Context: an optimization exercise on an open-source flow, tuned for small area. The choices shown serve that exercise and are no tape-out recipe.
The RTL was checked by simulation tests, not by an equivalence proof against the original design.

== rev 12 ==
// invaders_top
module invaders_top #(
    parameter int ALIEN_COLS = 6,
    parameter int ALIEN_ROWS = 3
) (
    input  wire logic        clk,
    input  wire logic        reset,
    input  wire logic        frame_tick,
    input  wire logic        fire,
    input  wire logic        left,
    input  wire logic        right,
    input  wire logic        wb_cyc,
    input  wire logic        wb_stb,
    input  wire logic        wb_we,
    input  wire logic [2:0]  wb_adr,
    input  wire logic [31:0] wb_dat_w,
    output logic [31:0]      wb_dat_r,
    output logic             wb_ack
);
Size in the first run: about 980 cells after synthesis, roughly 77 I/O pins, about 8000 sq um of cells after synthesis.
export LEC_CHECK = 0
export CAP_MARGIN = 0
export CORE_MARGIN = 2
export CORE_UTILIZATION = 75
export CTS_BUF_LIST = sky130_fd_sc_hd__clkbuf_8
export CTS_CLUSTER_SIZE = 40
export GPL_TIMING_DRIVEN = 0
export SLEW_MARGIN = 0
create_clock -name core_clock -period 8.0 [get_ports {clk}]
standard.sh (not shown) runs the stock make flow with config.mk's settings and CLKGATE_MAP_FILE= SYNTH_SCRIPT=/design/flow/synth_recipe.tcl, a recipe that flattens the netlist after the stock synthesis.
==> flow/flow/run.sh <==
#!/bin/bash
# Standard ORFS layout, with two changes:
#  * abc maps the logic for area (flow/abc.script) instead of ORFS's
#    delay-driven script, and adders are left to abc rather than mapped to
#    adder cells first; registers are mapped exactly as in the standard
#    synthesis, since only the combinational mapping changes;
#  * ports are buffered with the smallest buffer.
# Each tool's output goes to the ORFS logs under orfs/logs and to flow_*.log here.
set -euo pipefail
HERE=$PWD
rm -rf "$HERE/scripts_mod"
cp -r "$FLOW_HOME/scripts" "$HERE/scripts_mod"
cp "$HERE/flow/abc.script" "$HERE/scripts_mod/abc_speed.script"
bash standard.sh SCRIPTS_DIR="$HERE/scripts_mod" \
    ADDER_MAP_FILE= \
    BUFFER_PORTS_ARGS="-buffer_cell sky130_fd_sc_hd__buf_1" \
    finish > "$HERE/flow_standard.log" 2>&1
==> flow/flow/abc.script <==
&get -n
&st
&deepsyn -T 30
&put
dch -f
amap -F 4 -A 8
The inputs of rev 13 differ from those of rev 12 as listed below.
# rev 12
export LEC_CHECK = 0
export CAP_MARGIN = 0
export CORE_MARGIN = 2
export CORE_UTILIZATION = 75
export CTS_BUF_LIST = sky130_fd_sc_hd__clkbuf_8
export CTS_CLUSTER_SIZE = 40
export GPL_TIMING_DRIVEN = 0
export SLEW_MARGIN = 0
create_clock -name core_clock -period 8.0 [get_ports {clk}]
# rev 13
export LEC_CHECK = 0
export CAP_MARGIN = 20
export CORE_MARGIN = 2
export CORE_UTILIZATION = 60
export CTS_BUF_LIST = sky130_fd_sc_hd__clkbuf_4 sky130_fd_sc_hd__clkbuf_8
export CTS_CLUSTER_SIZE = 40
export SLEW_MARGIN = 20
create_clock -name core_clock -period 8.0 [get_ports {clk}]
==> flow/flow/abc.script <==
&get -n
&st
&deepsyn -T 60
&dch -f
&nf -p -R 1000 -F 8 -A 8 -C 32
&put
All of rev 12 and rev 13 finish clean.
Wire length of the first global-routing pass, rev 12 and rev 13, higher one = rev 12.
Rev 13 against rev 12: simple-gate portion of the synthesized area increased by 3.7 points relative to the old numbers, die area went up 25%.

* * *

invaders_top, a different RTL version from the one above (not shown whole).
For scale: roughly 1200 cells after synthesis, ~150 flip-flops, roughly 77 I/O pins, about 0.011 mm² of cells after synthesis.
clock: 8.0 ns
lec_check: 0
cap_margin: 20
core_margin: 2
core_utilization: 60
cts_buf_list: sky130_fd_sc_hd__clkbuf_8
cts_cluster_size: 40
slew_margin: 20
run.sh (not shown) runs the stock make flow with config.mk's settings and CLKGATE_MAP_FILE= SYNTH_SCRIPT=/design/flow/synth_recipe.tcl, a recipe that flattens the netlist after the stock synthesis.
Stock flow here: none of the scripts above is used.
The first run completed without violations.
Change:
--- a/flow/config.mk
+++ b/flow/config.mk
@@ -10,3 +10 @@
-export CORE_UTILIZATION = 60
-export CTS_BUF_LIST = sky130_fd_sc_hd__clkbuf_8
-export CTS_CLUSTER_SIZE = 40
+export CORE_UTILIZATION = 40
- The new run finished with timing, DRC and antenna clean
- non-clock buffer count does not change
- critical path depth does not change
- first-iteration DRC count went up by 0.35%
- fmax increases by 1.1%
- design area rises by 2.6%

-- port drivers added, routing unchanged --
Ports are ideal in the flow. The routed layouts listed here were re-timed in OpenROAD. Step 1, drivers: a clkbuf_16 drives clk and a buf_2 each remaining input, both assumed. Step 2 adds t to the input delays and takes it off the output delays; t is the mean of the earliest and latest rising clock arrival at the registers after step 1. Input paths then give back, and output paths get back, about the clock's delay inside the block. Slacks: no drivers / after step 1 / after step 2; pairs: no drivers / after step 1.
run	t, ns	setup WS [ns]	worst setup path at the end	latest minus earliest clock arrival (ns)	cell pins on the clock port's net
rev 12	0.483	3.056 / 3.056 / 3.056	register to register	0.014 / 0.014	1
rev 13	0.490	2.730 / 2.730 / 2.730	register to register	0.011 / 0.011	1
the first run of note 2	0.496	3.191 / 3.211 / 2.715	input to register	0.014 / 0.014	1
the second run of note 2	0.477	3.241 / 3.268 / 2.791	input to register	0.016 / 0.017	1
After both steps every run listed still meets setup and hold. The setup slack of the first run of note 2, which loses most, moves by +0.020 ns with the drivers and by -0.476 ns with both steps.
